Source: an optimization exercise on an open RTL-to-GDS flow (aim: small area, a short achievable clock period and few clock cycles per item). Production flows keep margins and buffers that such runs may drop.
Where RTL was checked, it was by simulation tests only, not by an equivalence proof against the original.
For runs 1 to 4, only the layout was checked, not whether the RTL still works.
Power figures rest on the tool's default switching activity, not on a simulated workload.

===== flow/config.mk =====
export PLATFORM = sky130hd
export DESIGN_NAME = sha1_pad_top
export DESIGN_NICKNAME = sha1_pad_top
export VERILOG_FILES = /design/flow/design.v
export SDC_FILE = /design/flow/constraint.sdc
export NUM_CORES = 4
export LEC_CHECK = 0
export CAP_MARGIN = 20
export CORE_MARGIN = 2
export CORE_UTILIZATION = 65
export CTS_CLUSTER_SIZE = 30
export SLEW_MARGIN = 20

===== flow/constraint.sdc =====
create_clock -name core_clock -period 5.0 [get_ports {sys_clk}]
set_input_delay 1.0000 -clock core_clock [delete_from_list [all_inputs] [get_ports {sys_clk}]]
set_output_delay 1.0000 -clock core_clock [all_outputs]
set_load 0.01 [all_outputs]

===== flow/design.v =====
`timescale 1ns/10ps
module sha1_pad_top (
    input  logic           sys_clk,
    input  logic           sys_rst,
    input  logic           msg_cal_channel_ready,
    input  logic           msg_info_fifo_empty,
    input  logic [15:0]    msg_info,
    input  logic [5:0]     msg_channel_num,
    output logic           msg_info_rd_en,
    output logic           msg_data_rd_en,
    input  logic [127:0]   msg_data,
    output logic           msg_filled_data_valid,
    output logic           msg_filled_data_sop,
    output logic           msg_filled_data_eop,
    output logic [511:0]   msg_filled_data,
    output logic           msg_filled_info_valid,
    output logic [15:0]    msg_filled_info,
    output logic [13:0]    msg_filled_tag,
    output logic [11:0]    msg_filled_addr
);
    logic          info_pend;       
    logic          nxt_v;
    logic [15:0]   nxt_len;
    logic [5:0]    nxt_ch;
    logic          consume;
    always_ff @(posedge sys_clk) begin
        if (sys_rst) begin
            msg_info_rd_en <= 1'b0;
            info_pend <= 1'b0;
            nxt_v <= 1'b0;
        end else begin
            msg_info_rd_en <= !msg_info_fifo_empty && msg_cal_channel_ready && !msg_info_rd_en
                              && !info_pend && !nxt_v;
            info_pend <= msg_info_rd_en;
            if (info_pend) begin
                nxt_v <= 1'b1;
            end else if (consume) begin
                nxt_v <= 1'b0;
            end
        end
    end
    always_ff @(posedge sys_clk) begin
        if (info_pend) begin
            nxt_len <= msg_info;
            nxt_ch <= msg_channel_num;
        end
    end
    logic          act;             
    logic [11:0]   cnt;             
    logic          nz;              
    logic          padp;            
    logic          padrd;           
    logic          ext;             
    logic          fst;             
    logic [1:0]    pos;             
    logic          last_q;          
    logic          s_full;
    logic          s_pad;
    logic          s_p3;
    logic [11:0]   cnt_dec;
    logic          cnt_one;
    for (genvar i = 0; i < 12; i++) begin : g_dec
        if (i == 0) begin : g_lsb
            assign cnt_dec[i] = !cnt[i];
        end else begin : g_bit
            assign cnt_dec[i] = cnt[i] ^ !(|cnt[i-1:0]);
        end
    end
    assign cnt_one = (cnt == 12'd1);
    assign s_full = act && nz;
    assign s_pad = act && !nz && padp;
    assign s_p3 = act && (pos == 2'd3);
    assign consume = nxt_v && (!act || last_q);
    always_ff @(posedge sys_clk) begin
        if (sys_rst) begin
            act <= 1'b0;
            pos <= 2'd0;
            last_q <= 1'b0;
        end else begin
            last_q <= act && !last_q && (pos == 2'd2) && (!nz || cnt_one) && !ext;
            if (act) begin
                pos <= pos + 1'b1;
                if (!nz) begin
                    padp <= 1'b0;
                end
                fst <= 1'b0;
                if (s_p3 && !nz) begin
                    ext <= 1'b0;
                end
                if (last_q) begin
                    act <= 1'b0;
                end
            end
            if (consume) begin
                act <= 1'b1;
                padp <= 1'b1;
                padrd <= |nxt_len[3:0];
                ext <= (nxt_len[5:0] >= 6'd56);
                fst <= 1'b1;
            end
        end
    end
    always_ff @(posedge sys_clk) begin
        if (consume) begin
            cnt <= nxt_len[15:4];
            nz <= |nxt_len[15:4];
        end else begin
            cnt <= cnt_dec;
            nz <= nz && !cnt_one;
        end
    end
    logic          full_a, pad_a, last_a, p3_a, first_a;
    logic          full_b, pad_b, last_b, p3_b, first_b;
    always_ff @(posedge sys_clk) begin
        if (sys_rst) begin
            msg_data_rd_en <= 1'b0;
            last_a <= 1'b0;
            p3_a <= 1'b0;
            first_a <= 1'b0;
            last_b <= 1'b0;
            p3_b <= 1'b0;
            first_b <= 1'b0;
        end else begin
            msg_data_rd_en <= s_full || (s_pad && padrd);
            last_a <= act && last_q;
            p3_a <= s_p3;
            first_a <= act && fst;
            last_b <= last_a;
            p3_b <= p3_a;
            first_b <= first_a;
        end
    end
    always_ff @(posedge sys_clk) begin
        full_a <= s_full;
        pad_a <= s_pad;
        full_b <= full_a;
        pad_b <= pad_a;
    end
    logic [15:0]   out_len;
    always_ff @(posedge sys_clk) begin
        if (first_a) begin
            out_len <= nxt_len;
        end
    end
    logic [15:0]   keep;
    logic [15:0]   padb;
    logic [127:0]  in_word;
    logic [127:0]  s0, s1, s2, s3;
    always_comb begin
        for (int j = 0; j < 16; j++) begin
            keep[j] = full_b || (pad_b && (4'(j) < out_len[3:0]));
            padb[j] = pad_b && (4'(j) == out_len[3:0]);
            in_word[127-8*j -: 8] = (msg_data[127-8*j -: 8] & {8{keep[j]}}) | {padb[j], 7'b0};
        end
        if (last_b) begin
            in_word[18:3] = in_word[18:3] | out_len;
        end
    end
    always_ff @(posedge sys_clk) begin
        s0 <= s1;
        s1 <= s2;
        s2 <= s3;
        s3 <= in_word;
    end
    assign msg_filled_data = {s0, s1, s2, s3};
    logic          at_first;        
    logic [5:0]    blk_idx;
    logic [10:0]   blocks;
    logic [10:0]   blk_plus1;
    logic [10:0]   blk_plus2;
    logic [5:0]    idx_inc;
    logic [13:0]   tag_inc;
    for (genvar i = 0; i < 11; i++) begin : g_blk
        if (i == 0) begin : g_b0
            assign blk_plus1[i] = !nxt_len[6];
            assign blk_plus2[i] = nxt_len[6];
        end else if (i < 10) begin : g_bm
            assign blk_plus1[i] = nxt_len[6+i] ^ (&nxt_len[6+i-1:6]);
            if (i == 1) begin : g_b1
                assign blk_plus2[i] = !nxt_len[7];
            end else begin : g_bn
                assign blk_plus2[i] = nxt_len[6+i] ^ (&nxt_len[6+i-1:7]);
            end
        end else begin : g_btop
            assign blk_plus1[i] = &nxt_len[15:6];
            assign blk_plus2[i] = &nxt_len[15:7];
        end
    end
    for (genvar i = 0; i < 6; i++) begin : g_idx
        if (i == 0) begin : g_i0
            assign idx_inc[i] = !blk_idx[i];
        end else begin : g_in
            assign idx_inc[i] = blk_idx[i] ^ (&blk_idx[i-1:0]);
        end
    end
    for (genvar i = 0; i < 14; i++) begin : g_tag
        if (i == 0) begin : g_t0
            assign tag_inc[i] = !msg_filled_tag[i];
        end else begin : g_tn
            assign tag_inc[i] = msg_filled_tag[i] ^ (&msg_filled_tag[i-1:0]);
        end
    end
    assign blocks = (nxt_len[5:0] >= 6'd56) ? blk_plus2 : blk_plus1;
    always_ff @(posedge sys_clk) begin
        if (sys_rst) begin
            msg_filled_data_valid <= 1'b0;
            msg_filled_data_sop <= 1'b0;
            msg_filled_data_eop <= 1'b0;
            at_first <= 1'b0;
            blk_idx <= 6'd0;
            msg_filled_tag <= 14'd0;
        end else begin
            msg_filled_data_valid <= p3_b;
            msg_filled_data_sop <= p3_b && at_first;
            msg_filled_data_eop <= last_b;
            if (first_b) begin
                at_first <= 1'b1;
            end else if (p3_b) begin
                at_first <= 1'b0;
            end
            if (msg_filled_data_valid) begin
                blk_idx <= msg_filled_data_eop ? 6'd0 : idx_inc;
                if (msg_filled_data_eop) begin
                    msg_filled_tag <= tag_inc;
                end
            end
        end
    end
    logic [5:0]    out_ch;
    logic [10:0]   out_blocks;
    always_ff @(posedge sys_clk) begin
        if (first_b) begin
            out_ch <= nxt_ch;
            out_blocks <= blocks;
        end
    end
    assign msg_filled_info_valid = msg_filled_data_sop;
    assign msg_filled_info = {5'd0, out_blocks};
    assign msg_filled_addr = {out_ch, blk_idx};
endmodule

===== flow/flow/run.sh =====
#!/bin/bash
# Standard layout, with the port buffers given as buf_1 cells
bash standard.sh BUFFER_PORTS_ARGS="-buffer_cell sky130_fd_sc_hd__buf_1" finish > standard.log 2>&1

===== flow/standard.sh =====
#!/bin/bash
# synth_recipe.tcl (not shown) runs the flow's synth.tcl, then flattens the netlist and writes it again
# the make line also repeats each setting of config.mk as NAME=value (left out here)
make -C /OpenROAD-flow-scripts/flow DESIGN_CONFIG=/design/flow/config.mk WORK_HOME=/design/flow/orfs CLKGATE_MAP_FILE= SYNTH_SCRIPT=/design/flow/synth_recipe.tcl "${@:-finish}"

==> results of run 1 <==
==> synth_stat cells, types with 2 or more instances <==
cell type,number,area [sq um]
a31oi_1,3,18.8
o22ai_1,5,31.3
nor3_1,4,20.0
a22o_1,17,149
o21ai_0,14,70.1
or3_1,4,25.0
nand3_1,8,40.0
nand4_1,4,25.0
buf_1,3,11.3
a21oi_1,31,155
nor4_1,5,31.3
a221o_1,2,20.0
and2_1,62,388
nand3b_1,3,22.5
nand2_1,38,143
o31ai_1,2,15.0
edfxtp_1,59,1770
mux2i_1,3,30.0
ha_1,16,200
nand2b_1,3,18.8
xnor2_1,14,123
buf_2,8,40.0
inv_1,21,78.8
clkbuf_1,9,33.8
or2_2,2,12.5
nor2_1,53,199
dfxtp_1,567,11400
a32o_1,2,20.0
and3_1,4,25.0
xor2_1,8,70.1
nor2b_1,54,338
buf_4,7,52.6
==> logic make-up after synthesis <==
kind of cell    count (synthesis)  synth area share, %
xor+xnor                       22                 1.22
simple gates                  254                 8.84
mux                             4                0.262
compound gates                 83                 3.48
other cells                     1               0.0238
flops                         626                 83.4
buf+inv                        50                 1.48
fa+ha+maj                      16                 1.27
==> impl_metrics.prom, run 1 <==
# TYPE chip_impl_metric gauge
chip_impl_metric{name="synth_async_sr_flop_share",unit="%"} 0
chip_impl_info{name="first-error",value="[ERROR PPL-0024] Number of IO pins (714) exceeds maximum number of available positions (570). Increase the die perimeter from 638.28um to 971.04um."} 1
chip_impl_metric{name="dieWidth",unit="microns"} 160
chip_impl_metric{name="avgSynthCellArea",unit="sq um"} 14.9
chip_impl_info{name="synthFlopType",value="dfxtp_1"} 1
chip_impl_metric{name="die_height",unit="microns"} 160
chip_impl_info{name="status",value="did not finish"} 1
chip_impl_metric{name="synth.ff_latch_count",unit=""} 626
chip_impl_metric{name="netlist_area",unit="sq um"} 15700
chip_impl_metric{name="synth_cell_type_count",unit=""} 53
chip_impl_metric{name="sequential_element_share_of_the_synthesized_area",unit="%"} 83.4
chip_impl_metric{name="synth_edf_count",unit=""} 59
chip_impl_info{name="stop_stage",value="I/O pin placement"} 1
chip_impl_metric{name="floorplan.initialDensity",unit="%"} 66.6
chip_impl_metric{name="syn_inst",unit=""} 1056
chip_impl_metric{name="num_rows",unit=""} 56
chip_impl_metric{name="ys.warnings.count",unit=""} 1
==> run 2, diff against run 1 <==
==> flow/flow/run.sh (replaced) <==
#!/bin/bash
bash standard.sh BUFFER_PORTS_ARGS="-buffer_cell sky130_fd_sc_hd__buf_1" finish > standard.log 2>&1
--- a/flow/config.mk
+++ b/flow/config.mk
@@ -7,6 +7,5 @@
 export LEC_CHECK = 0
 export CAP_MARGIN = 20
 export CORE_MARGIN = 2
-export CORE_UTILIZATION = 65
-export CTS_CLUSTER_SIZE = 30
+export CORE_UTILIZATION = 40
 export SLEW_MARGIN = 20
==> run 2 against run 1 <==
The run now finishes clean. Synthesized cell count is the same. Area after synthesis stayed put.
==> impl_metrics.prom, run 2 <==
# TYPE chip_impl_metric gauge
chip_impl_info{name="status",value="timing/DRC/antenna clean"} 1
chip_impl_metric{name="dp_hpwl",unit="mm"} 47.7
chip_impl_info{name="hold_class",value="reg2reg"} 1
chip_impl_metric{name="clock_skew",unit="ns"} 0.0154
chip_impl_metric{name="die_area",unit="sq um"} 40900
chip_impl_metric{name="cts.hold.buffers_added",unit=""} 0
chip_impl_info{name="hold_path_end",value="full_b$_DFF_P_"} 1
chip_impl_info{name="r2r-end",value="s3[74]$_DFF_P_"} 1
chip_impl_metric{name="dieWidth",unit="microns"} 202
chip_impl_info{name="mostFrequentLayoutCells",value="708 x buf_1, 566 x dfxtp_1, 62 x and2_1, 62 x clkbuf_16, 59 x edfxtp_1"} 1
chip_impl_metric{name="final-max-slew-violation-count",unit=""} 0
chip_impl_info{name="synth_most_common_cell",value="dfxtp_1"} 1
chip_impl_metric{name="synth_edf_count",unit=""} 59
chip_impl_metric{name="critical_path_buf_inv_count",unit=""} 1
chip_impl_metric{name="synth_cell_type_count",unit=""} 53
chip_impl_metric{name="hold_violations",unit=""} 0
chip_impl_metric{name="timing.critical_path.slowest_cell_delay",unit="ns"} 0.43
chip_impl_metric{name="first_iter_violations",unit=""} 658
chip_impl_info{name="rsz_0062_raised_after_global_routing",value="no"} 1
chip_impl_metric{name="worst_hold_path.num_cells",unit=""} 0
chip_impl_metric{name="netSwitchingPower",unit="mW"} 2.16
chip_impl_metric{name="htree_num_levels",unit=""} 2
chip_impl_metric{name="ff2ff_setup_slack",unit="ns"} 2.63
chip_impl_info{name="cell_chain_critical_path",value="buf_1"} 1
chip_impl_metric{name="critPathArrivalTime",unit="ns"} 1.42
chip_impl_metric{name="clockPowerShare",unit="%"} 45.4
chip_impl_info{name="synth_common_cells",value="567 x dfxtp_1, 62 x and2_1, 59 x edfxtp_1, 54 x nor2b_1, 53 x nor2_1"} 1
chip_impl_metric{name="final_layout_size_suffix_gt1_share",unit="%"} 6.38
chip_impl_metric{name="insertion_delay",unit="ns"} 0.62
chip_impl_metric{name="cts.repair_timing.setup_buffer_count",unit=""} 0
chip_impl_metric{name="routed-via-count",unit=""} 10500
chip_impl_metric{name="synth_async_sr_flop_share",unit="%"} 0
chip_impl_metric{name="max_freq",unit="MHz"} 414
chip_impl_metric{name="die_height",unit="microns"} 202
chip_impl_info{name="synthFlopType",value="dfxtp_1"} 1
chip_impl_metric{name="post_drt_wl_per_cell",unit="microns"} 24.7
chip_impl_metric{name="drt_pre_antenna_iters",unit=""} 5
chip_impl_info{name="timing.critical_path.from",value="s3[67]$_DFF_P_"} 1
chip_impl_metric{name="drc",unit=""} 0
chip_impl_metric{name="internal_power",unit="mW"} 7.94
chip_impl_metric{name="post_cts_resize_count",unit=""} 0
chip_impl_info{name="setup.worst_path.class",value="reg2out"} 1
chip_impl_info{name="min-delay-start",value="full_a$_DFF_P_"} 1
chip_impl_metric{name="final_core_utilization",unit="%"} 54.1
chip_impl_info{name="crit_path_start_kind",value="flip-flop"} 1
chip_impl_metric{name="switching_share",unit="%"} 21.4
chip_impl_metric{name="grt_max_degree",unit=""} 40
chip_impl_metric{name="worstPathRequired",unit="ns"} 4.00
chip_impl_metric{name="vias_per_cell",unit=""} 4.44
chip_impl_info{name="crit_path_end_kind",value="primary output"} 1
chip_impl_metric{name="p_leak",unit="nW"} 8.00
chip_impl_info{name="cpLargestDelayFamily",value="buffers and inverters"} 1
chip_impl_metric{name="floorplan.initialDensity",unit="%"} 40.6
chip_impl_metric{name="yosysTopAreaCellShare",unit="%"} 72.2
chip_impl_info{name="clock-root-buffer",value="clkbuf_16"} 1
chip_impl_metric{name="avgSynthCellArea",unit="sq um"} 14.9
chip_impl_metric{name="grt_usage",unit="%"} 27.6
chip_impl_metric{name="routed_wl",unit="mm"} 58.7
chip_impl_metric{name="ys.warnings.count",unit=""} 1
chip_impl_metric{name="share_of_total_power_in_combinational_logic",unit="%"} 2.6
chip_impl_metric{name="io_pins",unit=""} 714
chip_impl_info{name="tritoncts_clock_tree",value="done"} 1
chip_impl_metric{name="worst_case_reg_to_reg_path_depth",unit=""} 3
chip_impl_metric{name="final.fill_count",unit=""} 3451
chip_impl_metric{name="power.sequential.fraction",unit="%"} 52.0
chip_impl_metric{name="totalNegativeSetupSlack",unit="ns"} 0
chip_impl_metric{name="detail_route_antenna_nets",unit=""} 0
chip_impl_metric{name="wire_length_of_the_first_global_routing_pass",unit="mm"} 77.7
chip_impl_info{name="biggest_area_contributors_in_the_synthesized_netlist",value="dfxtp_1 72%, edfxtp_1 11%, and2_1 2.5%"} 1
chip_impl_metric{name="sequential_element_share_of_the_synthesized_area",unit="%"} 83.4
chip_impl_metric{name="ir_drop",unit="V"} 0.000285
chip_impl_info{name="critical_path.reg2reg.startpoint",value="out_len[3]$_DFFE_PP_"} 1
chip_impl_metric{name="clock-sinks",unit=""} 626
chip_impl_metric{name="slew_at_the_pin_with_the_worst_max_slew_slack",unit="ns"} 1.07
chip_impl_metric{name="timing.max_slew.rel_slack",unit="%"} 27.8
chip_impl_metric{name="total_cts_buffers",unit=""} 59
chip_impl_metric{name="netlist_area",unit="sq um"} 15700
chip_impl_metric{name="timing.final.crit_period",unit="ns"} 2.42
chip_impl_metric{name="design.final.nets",unit=""} 1973
chip_impl_metric{name="gp_congestion",unit=""} 0.998
chip_impl_metric{name="port_buffers",unit=""} 708
chip_impl_metric{name="power_density",unit="nW/um^2"} 482
chip_impl_metric{name="grt_pass1_vias",unit=""} 10400
chip_impl_metric{name="syn_inst",unit=""} 1056
chip_impl_metric{name="syn2layout_area_growth",unit="%"} 33.3
chip_impl_metric{name="synth.ff_latch_count",unit=""} 626
chip_impl_metric{name="finalSetupViolations",unit=""} 0
chip_impl_metric{name="core_area",unit="sq um"} 38700
chip_impl_metric{name="cts.path.max_buffers",unit=""} 3
chip_impl_info{name="cpMaxStageDelayCell",value="buf_1"} 1
chip_impl_metric{name="drv.max_cap_violation_count",unit=""} 0
chip_impl_info{name="synth_area_leader_cell",value="dfxtp_1"} 1
chip_impl_metric{name="num_rows",unit=""} 72
chip_impl_metric{name="layout_worst_path_cycle_share",unit="%"} 48.3
chip_impl_metric{name="antenna_found_initial",unit=""} 11
chip_impl_info{name="mostFrequentLayoutCell",value="buf_1"} 1
chip_impl_metric{name="grt_residual_overflow",unit=""} 0
chip_impl_metric{name="clock_pin_slew_on_the_worst_setup_and_hold_paths",unit="ns"} 0.06
chip_impl_metric{name="critPathMaxFanout",unit=""} 2
## run 2: cells by family (layout without fill, tap and decap cells)
family	after synthesis	after routing	share of synthesized area, %
AO/OA/AOI/OAI	83	83	3.48
XOR/XNOR	22	22	1.22
adder cells (fa/ha/maj)	16	16	1.27
buffers and inverters	50	839	1.48
flip-flops	626	626	83.4
multiplexers	4	4	0.262
other	1	11	0.0238
AND/OR/NAND/NOR	254	254	8.84
## run 2: power by group through the flow
stage | registers (mW) | logic, mW | clock network (mW)
final | 5.25 | 0.262 | 4.59
after global routing | 5.26 | 0.294 | 4.86
after floorplan | 5.36 | 0.115 | 0
after global placement | 5.35 | 0.259 | 0
after CTS | 5.25 | 0.264 | 4.65
after detailed placement | 5.36 | 0.262 | 0
## run 2: worst max path at each step
stage | end | cells past startpoint
2_1_floorplan | ext$_SDFFCE_PN0P_ | 3
3_3_place_gp | s3[73]$_DFF_P_ | 3
3_5_place_dp | s3[74]$_DFF_P_ | 3
4_1_cts | s3[74]$_DFF_P_ | 3
5_1_grt | s3[74]$_DFF_P_ | 3
6_report | msg_filled_data[67] | 1
## run 2: area by class of cell
type / count / area, sq um / share of cell area [%]
Clock inverter: 27 / 277 / 1.32
Clock buffer: 80 / 1750 / 8.34
Inverter: 21 / 78.8 / 0.376
Antenna cell: 6 / 15.0 / 0.0716
Tap cell: 518 / 648 / 3.09
Sequential cell: 626 / 13100 / 62.6
Timing Repair Buffer: 711 / 2680 / 12.8
Multi-Input combinational cell: 384 / 2390 / 11.4
## run 2: per-stage QoR
stage / total power [mW] / hold WS [ns] / area (sq um) / setup slack (ns) / std cells
after floorplan: 5.47 / 0.310 / 15700 / 3.07 / 1060
after global placement: 5.61 / 0.311 / 18900 / 2.24 / 2260
after detailed placement: 5.62 / 0.314 / 18900 / 2.20 / 2260
after CTS: 10.2 / 0.330 / 20900 / 2.18 / 2367
after global routing: 10.4 / 0.345 / 21000 / 2.50 / 2368
final: 10.1 / 0.331 / 21000 / 2.58 / 2373
## run 2: routing by layer
metal,GRT usage [%],vias to the layer above,part of all wire (%)
li1,-,4962,-
met1,32.8,5009,39
met2,40.0,499,43
met3,19.0,70,16
met4,7.77,6,2.1
met5,0,-,0.080
==> run 3, diff against run 2 <==
==> flow/run.sh (new file) <==
#!/bin/bash
# synth_recipe.tcl (not shown) runs the flow's synth.tcl, then flattens the netlist and writes it again
# the make line also repeats each setting of config.mk as NAME=value (left out here)
make -C /OpenROAD-flow-scripts/flow DESIGN_CONFIG=/design/flow/config.mk WORK_HOME=/design/flow/orfs CLKGATE_MAP_FILE= SYNTH_SCRIPT=/design/flow/synth_recipe.tcl finish
removed: flow/flow/run.sh
removed: flow/standard.sh
==> run 3 against run 2 <==
Utilization is 12 points higher. Routed wire length is 7.0% higher. Design area is 21% higher. Sequential share of layout area is 11 points lower. Critical endpoint is now msg_filled_data_valid.
==> impl_metrics.prom, run 3 <==
# TYPE chip_impl_metric gauge
chip_impl_info{name="synth_most_common_cell",value="dfxtp_1"} 1
chip_impl_metric{name="totalNegativeSetupSlack",unit="ns"} 0
chip_impl_metric{name="antenna_found_initial",unit=""} 12
chip_impl_metric{name="final.fill_count",unit=""} 2965
chip_impl_metric{name="worstPathRequired",unit="ns"} 4.00
chip_impl_info{name="rsz_0062_raised_after_global_routing",value="no"} 1
chip_impl_metric{name="power.sequential.fraction",unit="%"} 50.6
chip_impl_info{name="synthFlopType",value="dfxtp_1"} 1
chip_impl_info{name="cell_chain_critical_path",value="clkdlybuf4s50_1"} 1
chip_impl_metric{name="first_iter_violations",unit=""} 592
chip_impl_info{name="setup.worst_path.class",value="reg2out"} 1
chip_impl_metric{name="wire_length_of_the_first_global_routing_pass",unit="mm"} 83.8
chip_impl_metric{name="vias_per_cell",unit=""} 4.44
chip_impl_metric{name="switching_share",unit="%"} 20.4
chip_impl_info{name="cpLargestDelayFamily",value="buffers and inverters"} 1
chip_impl_metric{name="critPathArrivalTime",unit="ns"} 1.81
chip_impl_metric{name="cts.hold.buffers_added",unit=""} 0
chip_impl_metric{name="netSwitchingPower",unit="mW"} 2.11
chip_impl_metric{name="yosysTopAreaCellShare",unit="%"} 72.2
chip_impl_metric{name="netlist_area",unit="sq um"} 15700
chip_impl_info{name="status",value="timing/DRC/antenna clean"} 1
chip_impl_metric{name="synth_cell_type_count",unit=""} 53
chip_impl_metric{name="clockPowerShare",unit="%"} 45.4
chip_impl_metric{name="p_leak",unit="nW"} 9.70
chip_impl_metric{name="share_of_total_power_in_combinational_logic",unit="%"} 3.9
chip_impl_metric{name="hold_violations",unit=""} 0
chip_impl_metric{name="power_density",unit="nW/um^2"} 407
chip_impl_metric{name="finish.cell_count_without_fillers",unit=""} 2376
chip_impl_metric{name="pre_cts_ws",unit="ns"} 2.17
chip_impl_info{name="mostFrequentLayoutCells",value="708 x clkdlybuf4s50_1, 567 x dfxtp_1, 63 x clkbuf_16, 62 x and2_1, 59 x edfxtp_1"} 1
chip_impl_metric{name="grt_residual_overflow",unit=""} 0
chip_impl_info{name="clock-root-buffer",value="clkbuf_16"} 1
chip_impl_metric{name="critical_path_buf_inv_count",unit=""} 1
chip_impl_metric{name="layout_worst_path_cycle_share",unit="%"} 56.1
chip_impl_metric{name="ys.warnings.count",unit=""} 1
chip_impl_metric{name="num_rows",unit=""} 72
chip_impl_metric{name="drv.max_cap_violation_count",unit=""} 0
chip_impl_metric{name="grt_usage",unit="%"} 29.9
chip_impl_metric{name="gp_congestion",unit=""} 0.942
chip_impl_info{name="crit_path_start_kind",value="flip-flop"} 1
chip_impl_metric{name="internal_power",unit="mW"} 8.25
chip_impl_metric{name="die_height",unit="microns"} 202
chip_impl_metric{name="ir_drop",unit="V"} 0.000246
chip_impl_metric{name="core_area",unit="sq um"} 38700
chip_impl_metric{name="dp_hpwl",unit="mm"} 51.0
chip_impl_metric{name="syn2layout_area_growth",unit="%"} 61.9
chip_impl_info{name="mostFrequentLayoutCell",value="clkdlybuf4s50_1"} 1
chip_impl_metric{name="grt_pass1_vias",unit=""} 10500
chip_impl_metric{name="insertion_delay",unit="ns"} 0.61
chip_impl_metric{name="clock_skew",unit="ns"} 0.0196
chip_impl_metric{name="total_cts_buffers",unit=""} 59
chip_impl_metric{name="final-max-slew-violation-count",unit=""} 0
chip_impl_metric{name="max_freq",unit="MHz"} 356
chip_impl_metric{name="finalSetupViolations",unit=""} 0
chip_impl_metric{name="io_pins",unit=""} 714
chip_impl_metric{name="dieWidth",unit="microns"} 202
chip_impl_metric{name="syn_inst",unit=""} 1056
chip_impl_metric{name="timing.critical_path.slowest_cell_delay",unit="ns"} 0.63
chip_impl_metric{name="final-seq-area",unit="sq um"} 13100
chip_impl_metric{name="area_of_the_multi_input_gates",unit="sq um"} 2390
chip_impl_info{name="synth_common_cells",value="567 x dfxtp_1, 62 x and2_1, 59 x edfxtp_1, 54 x nor2b_1, 53 x nor2_1"} 1
chip_impl_metric{name="drc",unit=""} 0
chip_impl_info{name="cpMaxStageDelayCell",value="clkdlybuf4s50_1"} 1
chip_impl_metric{name="die_area",unit="sq um"} 40900
chip_impl_metric{name="post_drt_wl_per_cell",unit="microns"} 26.4
chip_impl_info{name="crit_path_end_kind",value="primary output"} 1
chip_impl_metric{name="timing.final.crit_period",unit="ns"} 2.81
chip_impl_metric{name="synth.ff_latch_count",unit=""} 626
chip_impl_metric{name="place.detailed.instances",unit=""} 2260
chip_impl_metric{name="synth_edf_count",unit=""} 59
chip_impl_metric{name="final_layout_size_suffix_gt1_share",unit="%"} 6.27
chip_impl_metric{name="htree_num_levels",unit=""} 2
chip_impl_metric{name="design_power_total",unit="mW"} 10.4
chip_impl_info{name="tritoncts_clock_tree",value="done"} 1
chip_impl_metric{name="clock-sinks",unit=""} 626
chip_impl_metric{name="timing.max_slew.rel_slack",unit="%"} 29.8
chip_impl_metric{name="avgSynthCellArea",unit="sq um"} 14.9
chip_impl_metric{name="layout_setup_ws",unit="ns"} 2.19
chip_impl_metric{name="floorplan.initialDensity",unit="%"} 40.6
chip_impl_metric{name="drt_pre_antenna_iters",unit=""} 5
chip_impl_metric{name="detail_route_antenna_nets",unit=""} 0
chip_impl_metric{name="post_cts_resize_count",unit=""} 0
chip_impl_metric{name="cts.repair_timing.setup_buffer_count",unit=""} 0
chip_impl_info{name="hold_class",value="reg2reg"} 1
chip_impl_info{name="synth_area_leader_cell",value="dfxtp_1"} 1
chip_impl_metric{name="routed-via-count",unit=""} 10600
chip_impl_metric{name="grt_max_degree",unit=""} 31
chip_impl_metric{name="port_buffers",unit=""} 708
chip_impl_metric{name="cts.path.max_buffers",unit=""} 3
chip_impl_metric{name="critPathMaxFanout",unit=""} 11
chip_impl_metric{name="whs",unit="ns"} 0.332
chip_impl_metric{name="sequential_element_share_of_the_synthesized_area",unit="%"} 83.4
chip_impl_metric{name="design.final.nets",unit=""} 1973
chip_impl_metric{name="slew_at_the_pin_with_the_worst_max_slew_slack",unit="ns"} 1.05
chip_impl_metric{name="routed_wl",unit="mm"} 62.8
chip_impl_metric{name="clock_pin_slew_on_the_worst_setup_and_hold_paths",unit="ns"} 0.06
chip_impl_info{name="biggest_area_contributors_in_the_synthesized_netlist",value="dfxtp_1 72%, edfxtp_1 11%, and2_1 2.5%"} 1
chip_impl_metric{name="synth_async_sr_flop_share",unit="%"} 0
run 3: cell types whose count changed in the layout (fill, tap and decap cells not counted), sizes merged:
| cell | change |
|---|---|
| buf | -708 |
| clkdlybuf4s50 | +708 |
| clkbuf | +10 |
| inv | -6 |
| clkinvlp | -2 |
| bufinv | +1 |
| clkinv | -1 |
| diode | +1 |
run 3: path summary, 6_finish.rpt:
path                      endpoint  slack [ns]                             start  cells after the start
max reg2reg         s3[77]$_DFF_P_        2.49              out_len[3]$_DFFE_PP_                      3
min reg2reg         full_b$_DFF_P_        0.33                    full_a$_DFF_P_                      0
min                 full_b$_DFF_P_        0.33                    full_a$_DFF_P_                      0
max          msg_filled_data_valid        2.19  msg_filled_data_valid$_SDFF_PP0_                      1
run 3: area by class of cell:
cell class	count	area share [%]
sequential	626	51.5
timing repair buffer	711	27.9
multi-input combinational	384	9.39
clock buffer	90	7.37
tap	518	2.55
clock inverter	19	0.865
inverter	21	0.310
antenna	7	0.0688
run 3: cell families after synthesis:
family / share of synthesized area, %
xor gates and xnor gates: 1.22
buffers and inverters: 1.48
muxes: 0.262
AOI/OAI and AO/OA: 3.48
and+or+nand+nor: 8.84
adders and majority gates: 1.27
other: 0.0238
DFF: 83.4
run 3: power by group through the flow:
stage / Sequential (mW) / Combinational (mW) / Clock [mW]
floorplan: 5.36 / 0.115 / 0
global placement: 5.35 / 0.401 / 0
detailed placement: 5.36 / 0.406 / 0
CTS: 5.25 / 0.409 / 4.77
global route: 5.26 / 0.438 / 4.98
finish: 5.25 / 0.407 / 4.71
run 3: layer usage:
layer / share of wire, % / vias to the layer above / global-route usage, % / routed length, microns
met2: 45 / 456 / 45.9 / 28100
met1: 40 / 5074 / 36.0 / 25200
li1: - / 4952 / - / -
met3: 13 / 71 / 17.8 / 8340
met4: 1.7 / 6 / 6.73 / 1100
met5: 0.065 / - / 0 / 41
run 3: metrics by stage:
stage,utilization (%),area (sq um)
after global placement,60.3,23300
after CTS,65.7,25400
after detailed placement,60.3,23300
final,65.7,25500
after global routing,65.7,25500
after floorplan,-,15700
==> run 4, diff against run 3 <==
==> flow/flow/run.sh (new file) <==
#!/bin/bash
bash standard.sh BUFFER_PORTS_ARGS="-buffer_cell sky130_fd_sc_hd__buf_2" finish > standard.log 2>&1
==> flow/standard.sh (new file) <==
#!/bin/bash
# synth_recipe.tcl (not shown) runs the flow's synth.tcl, then flattens the netlist and writes it again
# the make line also repeats each setting of config.mk as NAME=value (left out here)
make -C /OpenROAD-flow-scripts/flow DESIGN_CONFIG=/design/flow/config.mk WORK_HOME=/design/flow/orfs CLKGATE_MAP_FILE= SYNTH_SCRIPT=/design/flow/synth_recipe.tcl "${@:-finish}"
--- a/flow/config.mk
+++ b/flow/config.mk
@@ -8,4 +8,6 @@
 export CAP_MARGIN = 20
 export CORE_MARGIN = 2
 export CORE_UTILIZATION = 40
+export CTS_CLUSTER_DIAMETER = 100
+export CTS_CLUSTER_SIZE = 30
 export SLEW_MARGIN = 20
removed: flow/run.sh
==> run 4 against run 3 <==
Clock skew rose by 0.023 ns. Register-to-register slack improved by 0.36 ns. Critical path depth did not move. Fmax rose by 18%. Still clean. Hold slack got worse by 0.020 ns.
==> impl_metrics.prom, run 4 <==
# TYPE chip_impl_metric gauge
chip_impl_info{name="status",value="timing/DRC/antenna clean"} 1
chip_impl_metric{name="sequential_element_share_of_the_synthesized_area",unit="%"} 83.4
chip_impl_metric{name="hold_violations",unit=""} 0
chip_impl_metric{name="drc",unit=""} 0
chip_impl_info{name="cpLargestDelayFamily",value="flip-flops"} 1
chip_impl_metric{name="routed_wl",unit="mm"} 57.8
chip_impl_metric{name="whs",unit="ns"} 0.312
chip_impl_info{name="synth_common_cells",value="567 x dfxtp_1, 62 x and2_1, 59 x edfxtp_1, 54 x nor2b_1, 53 x nor2_1"} 1
chip_impl_info{name="cpMaxStageDelayCell",value="dfxtp_1"} 1
chip_impl_metric{name="synth.ff_latch_count",unit=""} 626
chip_impl_metric{name="totalNegativeSetupSlack",unit="ns"} 0
chip_impl_info{name="tritoncts_clock_tree",value="done"} 1
chip_impl_metric{name="synth.mux.area_fraction",unit="%"} 0.262
chip_impl_metric{name="ir_drop",unit="V"} 0.000256
chip_impl_metric{name="synth_async_sr_flop_share",unit="%"} 0
chip_impl_metric{name="total_cts_buffers",unit=""} 24
chip_impl_info{name="critical_path.reg2reg.startpoint",value="out_len[3]$_DFFE_PP_"} 1
chip_impl_metric{name="synth_adder_area_share",unit="%"} 1.27
chip_impl_metric{name="post_drt_wl_per_cell",unit="microns"} 25.2
chip_impl_info{name="hold_path_end",value="s2[34]$_DFF_P_"} 1
chip_impl_info{name="cell_chain_critical_path",value="buf_2"} 1
chip_impl_metric{name="num_rows",unit=""} 72
chip_impl_metric{name="p_leak",unit="nW"} 10.1
chip_impl_metric{name="vias_per_cell",unit=""} 4.51
chip_impl_metric{name="ff2ff_setup_slack",unit="ns"} 2.85
chip_impl_info{name="rsz_0062_raised_after_global_routing",value="no"} 1
chip_impl_info{name="biggest_area_contributors_in_the_synthesized_netlist",value="dfxtp_1 72%, edfxtp_1 11%, and2_1 2.5%"} 1
chip_impl_info{name="mostFrequentLayoutCells",value="708 x buf_2, 567 x dfxtp_1, 62 x and2_1, 59 x edfxtp_1, 54 x nor2b_1"} 1
chip_impl_metric{name="cts.hold.buffers_added",unit=""} 0
chip_impl_metric{name="synthXorXnorAreaFrac",unit="%"} 1.22
chip_impl_metric{name="first_iter_violations",unit=""} 797
chip_impl_info{name="setup.worst_path.class",value="reg2out"} 1
chip_impl_info{name="synth_area_leader_cell",value="dfxtp_1"} 1
chip_impl_metric{name="timing.max_slew.rel_slack",unit="%"} 30.7
chip_impl_metric{name="die_area",unit="sq um"} 40900
chip_impl_metric{name="synth_edf_count",unit=""} 59
chip_impl_metric{name="syn2layout_area_growth",unit="%"} 30.2
chip_impl_metric{name="post_cts_resize_count",unit=""} 0
chip_impl_metric{name="grt_pass1_vias",unit=""} 9743
chip_impl_metric{name="path_depth",unit=""} 1
chip_impl_metric{name="timing.critical_path.slowest_cell_delay",unit="ns"} 0.58
chip_impl_metric{name="critical_path_buf_inv_count",unit=""} 1
chip_impl_metric{name="cts.path.max_buffers",unit=""} 3
chip_impl_metric{name="final-max-slew-violation-count",unit=""} 0
chip_impl_metric{name="core_area",unit="sq um"} 38700
chip_impl_info{name="hold_class",value="reg2reg"} 1
chip_impl_metric{name="synthSimpleGateAreaFrac",unit="%"} 8.84
chip_impl_info{name="clock-root-buffer",value="clkbuf_16"} 1
chip_impl_metric{name="timing.final.crit_period",unit="ns"} 2.38
chip_impl_metric{name="yosysTopAreaCellShare",unit="%"} 72.2
chip_impl_metric{name="grt_residual_overflow",unit=""} 0
chip_impl_info{name="r2r-end",value="s3[111]$_DFF_P_"} 1
chip_impl_metric{name="worstPathRequired",unit="ns"} 4.00
chip_impl_metric{name="floorplan.initialDensity",unit="%"} 40.6
chip_impl_metric{name="grt_usage",unit="%"} 27.0
chip_impl_metric{name="io_pins",unit=""} 714
chip_impl_metric{name="layout_worst_path_cycle_share",unit="%"} 47.7
chip_impl_metric{name="wire_length_of_the_first_global_routing_pass",unit="mm"} 76.7
chip_impl_metric{name="slew_at_the_pin_with_the_worst_max_slew_slack",unit="ns"} 1.04
chip_impl_metric{name="routed-via-count",unit=""} 10400
chip_impl_metric{name="worst_case_reg_to_reg_path_depth",unit=""} 4
chip_impl_metric{name="die_height",unit="microns"} 202
chip_impl_metric{name="finalSetupViolations",unit=""} 0
chip_impl_info{name="min-delay-start",value="s3[34]$_DFF_P_"} 1
chip_impl_metric{name="worst_hold_path.num_cells",unit=""} 0
chip_impl_metric{name="antenna_found_initial",unit=""} 14
chip_impl_info{name="synthFlopType",value="dfxtp_1"} 1
chip_impl_metric{name="clock-sinks",unit=""} 626
chip_impl_metric{name="dp_hpwl",unit="mm"} 47.7
chip_impl_metric{name="grt_max_degree",unit=""} 40
chip_impl_metric{name="detail_route_antenna_nets",unit=""} 0
chip_impl_info{name="crit_path_end_kind",value="primary output"} 1
chip_impl_info{name="synth_most_common_cell",value="dfxtp_1"} 1
chip_impl_metric{name="synth_cell_type_count",unit=""} 53
chip_impl_info{name="synth_top_family_by_area",value="simple AND/OR/NAND/NOR gates"} 1
chip_impl_metric{name="design_power_total",unit="mW"} 7.99
chip_impl_metric{name="design.final.nets",unit=""} 1937
chip_impl_metric{name="clock_skew",unit="ns"} 0.0429
chip_impl_metric{name="avgSynthCellArea",unit="sq um"} 14.9
chip_impl_metric{name="port_buffers",unit=""} 708
chip_impl_metric{name="max_freq",unit="MHz"} 419
chip_impl_metric{name="dieWidth",unit="microns"} 202
chip_impl_info{name="crit_path_start_kind",value="flip-flop"} 1
chip_impl_metric{name="ys.warnings.count",unit=""} 1
chip_impl_metric{name="cts.repair_timing.setup_buffer_count",unit=""} 0
chip_impl_metric{name="clock_pin_slew_on_the_worst_setup_and_hold_paths",unit="ns"} 0.12
chip_impl_info{name="mostFrequentLayoutCell",value="buf_2"} 1
chip_impl_metric{name="critPathArrivalTime",unit="ns"} 1.38
chip_impl_metric{name="syn_inst",unit=""} 1056
chip_impl_metric{name="power_density",unit="nW/um^2"} 390
chip_impl_metric{name="netlist_area",unit="sq um"} 15700
chip_impl_metric{name="gp_congestion",unit=""} 0.997
chip_impl_metric{name="drv.max_cap_violation_count",unit=""} 0
chip_impl_metric{name="final_layout_size_suffix_gt1_share",unit="%"} 42.1
chip_impl_metric{name="htree_num_levels",unit=""} 1
chip_impl_metric{name="insertion_delay",unit="ns"} 0.60
chip_impl_metric{name="synth-compound-area-share",unit="%"} 3.48
chip_impl_metric{name="drt_pre_antenna_iters",unit=""} 5
chip_impl_metric{name="critPathMaxFanout",unit=""} 11
run 4: layer usage:
| metal | track usage (%) | share of wire (%) |
|---|---|---|
| met1 | 34.9 | 42 |
| met2 | 40.3 | 43 |
| met3 | 15.4 | 14 |
| met4 | 3.60 | 1.3 |
| met5 | 0 | 0.12 |
run 4: power by group:
group          switching (mW)  internal [mW]
logic                   0.149          0.141
registers              0.0820           5.16
clock network            1.48          0.974
run 4: worst max-delay path by stage:
stage | from | end
3_3_place_gp | sys_rst | msg_info_rd_en$_SDFF_PP0_
5_1_grt | msg_filled_data_valid$_SDFF_PP0_ | msg_filled_data_valid
2_1_floorplan | sys_rst | ext$_SDFFCE_PN0P_
3_5_place_dp | sys_rst | msg_info_rd_en$_SDFF_PP0_
4_1_cts | msg_filled_data_valid$_SDFF_PP0_ | msg_filled_data_valid
6_report | msg_filled_data_valid$_SDFF_PP0_ | msg_filled_data_valid
run 4: metrics by stage:
stage | std cells | setup WS, ns | instance area [sq um] | utilization, %
after floorplan | 1060 | 3.07 | 15700 | -
after global placement | 2259 | 2.65 | 19800 | 51.1
final | 2296 | 2.62 | 20500 | 52.9
after detailed placement | 2259 | 2.66 | 19800 | 51.1
after global routing | 2291 | 2.54 | 20500 | 52.9
after CTS | 2291 | 2.58 | 20500 | 52.9
run 4: area by class of cell:
class	count	area, sq um
sequential	626	13100
antenna	5	12.5
multi-input combinational	384	2390
fill	3443	18200
clock buffer	31	648
clock inverter	1	30.0
timing repair buffer	710	3560
inverter	21	78.8
tap	518	648
run 4: logic make-up after synthesis:
kind of cell | Yosys count
DFF | 626
and+or+nand+nor | 254
AOI/OAI and AO/OA | 83
buffers and inverters | 50
xor gates and xnor gates | 22
adders and majority gates | 16
muxes | 4
other | 1
==> run 5, diff against run 4 <==
--- a/flow/design.v
+++ b/flow/design.v
@@ -208,7 +208,7 @@
             msg_filled_data_eop <= 1'b0;
             at_first <= 1'b0;
             blk_idx <= 6'd0;
-            msg_filled_tag <= 14'd0;
+            msg_filled_tag <= '1;   
         end else begin
             msg_filled_data_valid <= p3_b;
             msg_filled_data_sop <= p3_b && at_first;
@@ -218,9 +218,9 @@
             end else if (p3_b) begin
                 at_first <= 1'b0;
             end
-            if (msg_filled_data_valid) begin
-                blk_idx <= msg_filled_data_eop ? 6'd0 : idx_inc;
-                if (msg_filled_data_eop) begin
+            if (p3_b) begin
+                blk_idx <= at_first ? 6'd0 : idx_inc;
+                if (at_first) begin
                     msg_filled_tag <= tag_inc;
                 end
             end
==> run 5 against run 4 <==
Largest cell class unchanged. Clock skew fell by 0.0051 ns. Utilization barely moved. Largest power group unchanged. Area after synthesis barely moved.
==> impl_metrics.prom, run 5 <==
# TYPE chip_impl_metric gauge
chip_impl_info{name="status",value="timing/DRC/antenna clean"} 1
chip_impl_metric{name="synth_async_sr_flop_share",unit="%"} 0
chip_impl_metric{name="totalNegativeSetupSlack",unit="ns"} 0
chip_impl_metric{name="total_cts_buffers",unit=""} 24
chip_impl_metric{name="yosysTopAreaCellShare",unit="%"} 72.2
chip_impl_metric{name="routed-via-count",unit=""} 10300
chip_impl_metric{name="design.final.nets",unit=""} 1929
chip_impl_metric{name="final-max-slew-violation-count",unit=""} 0
chip_impl_info{name="biggest_area_contributors_in_the_synthesized_netlist",value="dfxtp_1 72%, edfxtp_1 11%, and2_1 2.4%"} 1
chip_impl_info{name="hold_path_end",value="full_b$_DFF_P_"} 1
chip_impl_metric{name="power_density",unit="nW/um^2"} 389
chip_impl_metric{name="area_of_the_multi_input_gates",unit="sq um"} 2390
chip_impl_metric{name="critical_path_buf_inv_count",unit=""} 1
chip_impl_metric{name="floorplan.initialDensity",unit="%"} 40.6
chip_impl_info{name="synth_common_cells",value="567 x dfxtp_1, 61 x and2_1, 59 x edfxtp_1, 51 x nor2_1, 50 x nor2b_1"} 1
chip_impl_info{name="crit_path_start_kind",value="flip-flop"} 1
chip_impl_metric{name="grt_usage",unit="%"} 26.4
chip_impl_metric{name="grt_use_met3",unit="%"} 15.2
chip_impl_info{name="r2r-end",value="s3[61]$_DFF_P_"} 1
chip_impl_metric{name="grt_max_degree",unit=""} 32
chip_impl_info{name="globalRoute.busiestLayer",value="met2"} 1
chip_impl_metric{name="final.fill_count",unit=""} 3440
chip_impl_metric{name="num_rows",unit=""} 72
chip_impl_info{name="min-delay-start",value="full_a$_DFF_P_"} 1
chip_impl_metric{name="post_drt_wl_per_cell",unit="microns"} 24.8
chip_impl_metric{name="syn_inst",unit=""} 1051
chip_impl_metric{name="worstPathRequired",unit="ns"} 4.00
chip_impl_metric{name="grt_residual_overflow",unit=""} 0
chip_impl_metric{name="die_area",unit="sq um"} 40900
chip_impl_metric{name="synth.ff_latch_count",unit=""} 626
chip_impl_metric{name="cts.hold.buffers_added",unit=""} 0
chip_impl_info{name="synth_area_leader_cell",value="dfxtp_1"} 1
chip_impl_metric{name="place.detailed.instances",unit=""} 2251
chip_impl_metric{name="critPathMaxFanout",unit=""} 2
chip_impl_metric{name="layout_worst_path_cycle_share",unit="%"} 45.5
chip_impl_info{name="cell_chain_critical_path",value="buf_2"} 1
chip_impl_info{name="hold_class",value="reg2reg"} 1
chip_impl_metric{name="ys.warnings.count",unit=""} 1
chip_impl_metric{name="switching_share",unit="%"} 21.3
chip_impl_info{name="clock-root-buffer",value="clkbuf_16"} 1
chip_impl_info{name="tritoncts_clock_tree",value="done"} 1
chip_impl_metric{name="drv.max_cap_violation_count",unit=""} 0
chip_impl_metric{name="final_layout_size_suffix_gt1_share",unit="%"} 42.3
chip_impl_metric{name="first_iter_violations",unit=""} 665
chip_impl_metric{name="clock_pin_slew_on_the_worst_setup_and_hold_paths",unit="ns"} 0.12
chip_impl_metric{name="post_cts_resize_count",unit=""} 0
chip_impl_metric{name="routed_wl",unit="mm"} 56.7
chip_impl_metric{name="finish.cell_count_without_fillers",unit=""} 2288
chip_impl_metric{name="core_area",unit="sq um"} 38700
chip_impl_info{name="synthFlopType",value="dfxtp_1"} 1
chip_impl_metric{name="dieWidth",unit="microns"} 202
chip_impl_metric{name="clock_skew",unit="ns"} 0.0378
chip_impl_info{name="synth_most_common_cell",value="dfxtp_1"} 1
chip_impl_info{name="cpLargestDelayFamily",value="flip-flops"} 1
chip_impl_metric{name="cts.repair_timing.setup_buffer_count",unit=""} 0
chip_impl_metric{name="slew_at_the_pin_with_the_worst_max_slew_slack",unit="ns"} 1.04
chip_impl_metric{name="pre_cts_ws",unit="ns"} 2.84
chip_impl_metric{name="ir_drop",unit="V"} 0.000295
chip_impl_metric{name="gp_congestion",unit=""} 0.968
chip_impl_metric{name="power.sequential.fraction",unit="%"} 65.7
chip_impl_metric{name="netSwitchingPower",unit="mW"} 1.70
chip_impl_metric{name="antenna_found_initial",unit=""} 15
chip_impl_metric{name="drt_pre_antenna_iters",unit=""} 5
chip_impl_info{name="crit_path_end_kind",value="primary output"} 1
chip_impl_metric{name="final_core_utilization",unit="%"} 52.9
chip_impl_metric{name="avgSynthCellArea",unit="sq um"} 15.0
chip_impl_metric{name="io_pins",unit=""} 714
chip_impl_metric{name="timing.critical_path.slowest_cell_delay",unit="ns"} 0.50
chip_impl_metric{name="clockPowerShare",unit="%"} 30.7
chip_impl_info{name="cpMaxStageDelayCell",value="dfxtp_1"} 1
chip_impl_metric{name="critPathArrivalTime",unit="ns"} 1.28
chip_impl_metric{name="dp_hpwl",unit="mm"} 47.0
chip_impl_metric{name="global_route.usage.met1",unit="%"} 31.1
chip_impl_metric{name="synth_edf_count",unit=""} 59
chip_impl_metric{name="cts.path.max_buffers",unit=""} 3
chip_impl_metric{name="grt_pass1_vias",unit=""} 10000
chip_impl_metric{name="internal_power",unit="mW"} 6.27
chip_impl_metric{name="hold_violations",unit=""} 0
chip_impl_metric{name="sequential_element_share_of_the_synthesized_area",unit="%"} 83.4
chip_impl_metric{name="clock-sinks",unit=""} 626
chip_impl_metric{name="wire_length_of_the_first_global_routing_pass",unit="mm"} 75.4
chip_impl_info{name="mostFrequentLayoutCell",value="buf_2"} 1
chip_impl_metric{name="htree_num_levels",unit=""} 1
chip_impl_metric{name="drc",unit=""} 0
chip_impl_metric{name="timing.max_slew.rel_slack",unit="%"} 30.5
chip_impl_metric{name="syn2layout_area_growth",unit="%"} 30.2
chip_impl_info{name="rsz_0062_raised_after_global_routing",value="no"} 1
chip_impl_metric{name="netlist_area",unit="sq um"} 15700
chip_impl_metric{name="worst_hold_path.num_cells",unit=""} 0
chip_impl_info{name="mostFrequentLayoutCells",value="708 x buf_2, 567 x dfxtp_1, 61 x and2_1, 59 x edfxtp_1, 51 x nor2_1"} 1
chip_impl_metric{name="die_height",unit="microns"} 202
chip_impl_metric{name="max_freq",unit="MHz"} 439
chip_impl_metric{name="timing.final.crit_period",unit="ns"} 2.28
chip_impl_metric{name="detail_route_antenna_nets",unit=""} 0
chip_impl_metric{name="final-seq-area",unit="sq um"} 13100
chip_impl_metric{name="ff2ff_setup_slack",unit="ns"} 2.80
chip_impl_metric{name="vias_per_cell",unit=""} 4.50
chip_impl_metric{name="synth_cell_type_count",unit=""} 55
chip_impl_info{name="critical_path.reg2reg.startpoint",value="full_b$_DFF_P_"} 1
chip_impl_metric{name="worst_case_reg_to_reg_path_depth",unit=""} 3
chip_impl_metric{name="p_leak",unit="nW"} 10.1
chip_impl_metric{name="layout_setup_ws",unit="ns"} 2.72
chip_impl_metric{name="port_buffers",unit=""} 708
chip_impl_metric{name="insertion_delay",unit="ns"} 0.59
chip_impl_metric{name="share_of_total_power_in_combinational_logic",unit="%"} 3.6
chip_impl_info{name="setup.worst_path.class",value="reg2out"} 1
chip_impl_metric{name="finalSetupViolations",unit=""} 0
chip_impl_metric{name="grt.met2_usage",unit="%"} 40.0
## run 5: routing by layer
metal / part of all wire (%) / up-vias
met5: 0.10 / -
met4: 3.5 / 10
met3: 14 / 80
met2: 44 / 440
met1: 38 / 4934
li1: - / 4842
## run 5: final cells by class
cell class / instances / share of cell area (%)
diodes: 5 / 0.0611
multi-input cells: 378 / 11.7
clock inverters: 1 / 0.147
well taps: 518 / 3.17
flip-flops and latches: 626 / 64.1
repair buffers: 708 / 17.3
clock buffers: 31 / 3.17
inverters: 21 / 0.385
## run 5: how the worst max path moves through the flow
stage	start	endpoint	slack (ns)	cells after the start
after floorplan	sys_rst	ext$_SDFFCE_PN0P_	3.13	3
after global placement	sys_rst	msg_filled_data_sop$_SDFF_PP0_	2.90	3
after CTS	s2[95]$_DFF_P_	msg_filled_data[223]	2.67	1
after global routing	full_b$_DFF_P_	s3[61]$_DFF_P_	2.64	3
after detailed placement	full_b$_DFF_P_	s3[59]$_DFF_P_	2.84	3
final	s2[95]$_DFF_P_	msg_filled_data[223]	2.72	1
## run 5: logic make-up (layout without fill, tap and decap cells)
group / after synthesis / in the layout / share of synthesized area, %
flops: 626 / 626 / 83.4
mux: 4 / 4 / 0.262
simple gates: 255 / 255 / 8.95
buf+inv: 51 / 761 / 1.48
xor+xnor: 21 / 21 / 1.17
fa+ha+maj: 16 / 16 / 1.27
other cells: 1 / 10 / 0.0238
compound gates: 77 / 77 / 3.42
## run 5: stage by stage
step,hold WS [ns],power [mW],area [sq um]
4_1_cts,0.322,8.03,20500
2_1_floorplan,0.310,5.47,15700
5_1_grt,0.333,8.24,20500
6_report,0.313,7.97,20500
3_5_place_dp,0.312,5.64,19800
3_3_place_gp,0.312,5.63,19800
## run 5: power groups by stage
stage                     registers [mW]  clock network [mW]  logic [mW]
after CTS                           5.24                2.50       0.290
after detailed placement            5.35                   0       0.289
final                               5.24                2.45       0.288
after floorplan                     5.36                   0       0.117
after global placement              5.35                   0       0.283
after global routing                5.25                2.66       0.320
Testbench counts of run 5, summed over its fixed seeds: cycles 19,299, messages 800.
==> run 6, diff against run 5 <==
--- a/flow/config.mk
+++ b/flow/config.mk
@@ -6,8 +6,8 @@
 export NUM_CORES = 4
 export LEC_CHECK = 0
 export CAP_MARGIN = 20
-export CORE_MARGIN = 2
-export CORE_UTILIZATION = 40
+export CORE_AREA = 5 5 245 245
 export CTS_CLUSTER_DIAMETER = 100
 export CTS_CLUSTER_SIZE = 30
+export DIE_AREA = 0 0 250 250
 export SLEW_MARGIN = 20
==> run 6 against run 5 <==
Still clean on timing, DRC and antenna. Design area rose by 2.2%. Final cell count rose by 11%. Clock-buffer cell count did not move. Clock skew fell by 0.0064 ns. Synthesized cell count did not move. Critical path type unchanged.
==> impl_metrics.prom, run 6 <==
# TYPE chip_impl_metric gauge
chip_impl_info{name="status",value="timing/DRC/antenna clean"} 1
chip_impl_metric{name="insertion_delay",unit="ns"} 0.60
chip_impl_metric{name="layout_worst_path_cycle_share",unit="%"} 45.7
chip_impl_metric{name="synth_edf_count",unit=""} 59
chip_impl_info{name="cpMaxStageDelayCell",value="dfxtp_1"} 1
chip_impl_metric{name="antenna_found_initial",unit=""} 11
chip_impl_metric{name="clock-sinks",unit=""} 626
chip_impl_info{name="cpLargestDelayFamily",value="flip-flops"} 1
chip_impl_metric{name="post_cts_resize_count",unit=""} 0
chip_impl_metric{name="sequential_element_share_of_the_synthesized_area",unit="%"} 83.4
chip_impl_metric{name="grt_usage",unit="%"} 17.2
chip_impl_info{name="mostFrequentLayoutCells",value="708 x buf_2, 565 x dfxtp_1, 61 x and2_1, 59 x edfxtp_1, 51 x nor2_1"} 1
chip_impl_metric{name="ys.warnings.count",unit=""} 1
chip_impl_metric{name="ir_drop",unit="V"} 0.000245
chip_impl_metric{name="timing.max_slew.rel_slack",unit="%"} 29.9
chip_impl_metric{name="p_leak",unit="nW"} 10.2
chip_impl_metric{name="core_area",unit="sq um"} 57400
chip_impl_metric{name="htree_num_levels",unit=""} 1
chip_impl_metric{name="syn2layout_area_growth",unit="%"} 33.0
chip_impl_metric{name="critical_path_buf_inv_count",unit=""} 1
chip_impl_info{name="setup.worst_path.class",value="reg2out"} 1
chip_impl_metric{name="grt_use_met3",unit="%"} 5.71
chip_impl_metric{name="num_rows",unit=""} 88
chip_impl_metric{name="drt_pre_antenna_iters",unit=""} 5
chip_impl_info{name="mostFrequentLayoutCell",value="buf_2"} 1
chip_impl_metric{name="die_height",unit="microns"} 250
chip_impl_info{name="crit_path_start_kind",value="flip-flop"} 1
chip_impl_metric{name="syn_inst",unit=""} 1051
chip_impl_metric{name="detail_route_antenna_nets",unit=""} 0
chip_impl_metric{name="worstPathRequired",unit="ns"} 4.00
chip_impl_metric{name="hold_violations",unit=""} 0
chip_impl_metric{name="avgSynthCellArea",unit="sq um"} 15.0
chip_impl_info{name="rsz_0062_raised_after_global_routing",value="no"} 1
chip_impl_metric{name="synth_cell_type_count",unit=""} 55
chip_impl_metric{name="grt_residual_overflow",unit=""} 0
chip_impl_info{name="clock-root-buffer",value="clkbuf_16"} 1
chip_impl_metric{name="gp_congestion",unit=""} 0.947
chip_impl_metric{name="critPathArrivalTime",unit="ns"} 1.29
chip_impl_metric{name="grt_pass1_vias",unit=""} 10400
chip_impl_metric{name="place.detailed.instances",unit=""} 2499
chip_impl_info{name="hold_class",value="reg2reg"} 1
chip_impl_info{name="tritoncts_clock_tree",value="done"} 1
chip_impl_metric{name="dieWidth",unit="microns"} 250
chip_impl_info{name="biggest_area_contributors_in_the_synthesized_netlist",value="dfxtp_1 72%, edfxtp_1 11%, and2_1 2.4%"} 1
chip_impl_metric{name="total_cts_buffers",unit=""} 27
chip_impl_info{name="globalRoute.busiestLayer",value="met2"} 1
chip_impl_info{name="synthFlopType",value="dfxtp_1"} 1
chip_impl_metric{name="finish.cell_count_without_fillers",unit=""} 2539
chip_impl_metric{name="finalSetupViolations",unit=""} 0
chip_impl_metric{name="io_pins",unit=""} 714
chip_impl_metric{name="final_layout_size_suffix_gt1_share",unit="%"} 42.6
chip_impl_metric{name="vias_per_cell",unit=""} 4.01
chip_impl_metric{name="slew_at_the_pin_with_the_worst_max_slew_slack",unit="ns"} 1.05
chip_impl_info{name="synth_area_leader_cell",value="dfxtp_1"} 1
chip_impl_metric{name="global_route.usage.met1",unit="%"} 21.5
chip_impl_metric{name="clock_skew",unit="ns"} 0.0314
chip_impl_metric{name="floorplan.initialDensity",unit="%"} 27.4
chip_impl_metric{name="finish.instance_area",unit="sq um"} 20900
chip_impl_metric{name="synth.ff_latch_count",unit=""} 626
chip_impl_metric{name="power_density",unit="nW/um^2"} 389
chip_impl_metric{name="cts.hold.buffers_added",unit=""} 0
chip_impl_metric{name="max_freq",unit="MHz"} 438
chip_impl_metric{name="layout_setup_ws",unit="ns"} 2.71
chip_impl_metric{name="cts.repair_timing.setup_buffer_count",unit=""} 0
chip_impl_metric{name="placement.cell_area",unit="sq um"} 20100
chip_impl_metric{name="routed_wl",unit="mm"} 57.3
chip_impl_metric{name="first_iter_violations",unit=""} 533
chip_impl_metric{name="die_area",unit="sq um"} 62500
chip_impl_metric{name="grt.met2_usage",unit="%"} 28.2
chip_impl_metric{name="grt_max_degree",unit=""} 32
chip_impl_metric{name="cts.path.max_buffers",unit=""} 3
chip_impl_metric{name="clock_pin_slew_on_the_worst_setup_and_hold_paths",unit="ns"} 0.11
chip_impl_metric{name="design.final.nets",unit=""} 1933
chip_impl_metric{name="final-max-slew-violation-count",unit=""} 0
chip_impl_metric{name="wire_length_of_the_first_global_routing_pass",unit="mm"} 78.9
chip_impl_metric{name="timing.critical_path.slowest_cell_delay",unit="ns"} 0.40
chip_impl_metric{name="routed-via-count",unit=""} 10200
chip_impl_info{name="synth_common_cells",value="567 x dfxtp_1, 61 x and2_1, 59 x edfxtp_1, 51 x nor2_1, 50 x nor2b_1"} 1
chip_impl_metric{name="dp_hpwl",unit="mm"} 47.7
chip_impl_info{name="synth_most_common_cell",value="dfxtp_1"} 1
chip_impl_info{name="cell_chain_critical_path",value="buf_2"} 1
chip_impl_metric{name="totalNegativeSetupSlack",unit="ns"} 0
chip_impl_metric{name="pre_cts_ws",unit="ns"} 2.86
chip_impl_metric{name="yosysTopAreaCellShare",unit="%"} 72.2
chip_impl_metric{name="netlist_area",unit="sq um"} 15700
chip_impl_metric{name="timing.final.crit_period",unit="ns"} 2.29
chip_impl_metric{name="drv.max_cap_violation_count",unit=""} 0
chip_impl_metric{name="synth_async_sr_flop_share",unit="%"} 0
chip_impl_metric{name="whs",unit="ns"} 0.326
chip_impl_metric{name="drc",unit=""} 0
chip_impl_metric{name="port_buffers",unit=""} 708
chip_impl_info{name="crit_path_end_kind",value="primary output"} 1
chip_impl_metric{name="post_drt_wl_per_cell",unit="microns"} 22.6
chip_impl_metric{name="critPathMaxFanout",unit=""} 2
-- run 6: cell counts after synthesis --
Identical to the previous run, type by type.
-- run 6: area by class of cell --
cell class / count / area, sq um
Antenna cell: 3 / 7.51
Clock inverter: 6 / 119
Fill cell: 5620 / 36400
Tap cell: 765 / 957
Clock buffer: 31 / 691
Multi-Input combinational cell: 378 / 2390
Sequential cell: 626 / 13100
Inverter: 21 / 78.8
Timing Repair Buffer: 709 / 3550
-- run 6: kinds of logic after synthesis --
kind of cell             count (synthesis)  share of synthesized area (%)
AO/OA/AOI/OAI                           77                           3.42
XOR/XNOR                                21                           1.17
adder cells (fa/ha/maj)                 16                           1.27
buffers and inverters                   51                           1.48
flip-flops                             626                           83.4
multiplexers                             4                          0.262
other                                    1                         0.0238
AND/OR/NAND/NOR                        255                           8.95
-- run 6: through the flow --
step,power [mW],util [%]
2_1_floorplan,5.47,-
3_3_place_gp,5.64,35.0
3_5_place_dp,5.65,35.0
4_1_cts,8.24,36.5
5_1_grt,8.46,36.5
6_report,8.15,36.5
-- run 6: final timing paths --
| kind | startpoint | endpoint | slack, ns | depth (start not counted) |
|---|---|---|---|---|
| max reg2reg | out_len[2]$_DFFE_PP_ | s3[42]$_DFF_P_ | 2.84 | 3 |
| min reg2reg | s2[73]$_DFF_P_ | s1[73]$_DFF_P_ | 0.33 | 0 |
| max | s3[85]$_DFF_P_ | msg_filled_data[85] | 2.71 | 1 |
| min | s2[73]$_DFF_P_ | s1[73]$_DFF_P_ | 0.33 | 0 |
-- run 6: per-layer routing --
layer	wire, microns	vias to the layer above
met5	27	-
met4	1970	4
met3	4870	71
met2	27000	381
met1	23400	4896
li1	-	4842
-- run 6: where the power goes --
part / switching (mW) / internal (mW) / total, mW / leakage (nW)
clock: 1.58 / 1.03 / 2.61 / 0.383
combinational: 0.154 / 0.143 / 0.297 / 4.69
sequential: 0.0804 / 5.16 / 5.24 / 5.12
total: 1.81 / 6.33 / 8.15 / 10.2

[port drivers added, routing unchanged]
The results above use ideal ports. As a check the final layouts listed here were re-extracted and re-timed, cells and wires unchanged.
Step 1, drivers: a clkbuf_16 drives sys_clk and a buf_2 each remaining input, both assumed.
Step 2 adds t to the input delays and takes it off the output delays; t is the mean of the earliest and latest rising clock arrival at the registers after step 1. Input paths then give back, and output paths get back, about the clock's delay inside the block.
Slacks: ideal / step 1 / step 2; pairs: ideal / step 1.
run	t, ns	setup slack, ns	clock arrival spread, ns	slew at the worst register clock pin (ns)
run 2	0.669	2.584 / 2.526 / 2.633	0.021 / 0.021	0.07 / 0.07
run 3	0.659	2.194 / 2.135 / 2.173	0.025 / 0.025	0.07 / 0.07
run 4	0.643	2.615 / 2.553 / 2.706	0.048 / 0.047	0.12 / 0.12
run 5	0.631	2.723 / 2.668 / 2.801	0.044 / 0.044	0.12 / 0.12
run 6	0.641	2.714 / 2.657 / 2.843	0.037 / 0.037	0.12 / 0.12
After both steps setup and hold are still met in every run listed. The setup slack of run 3, which loses most, moves by -0.059 ns with the drivers and by -0.021 ns with both steps.
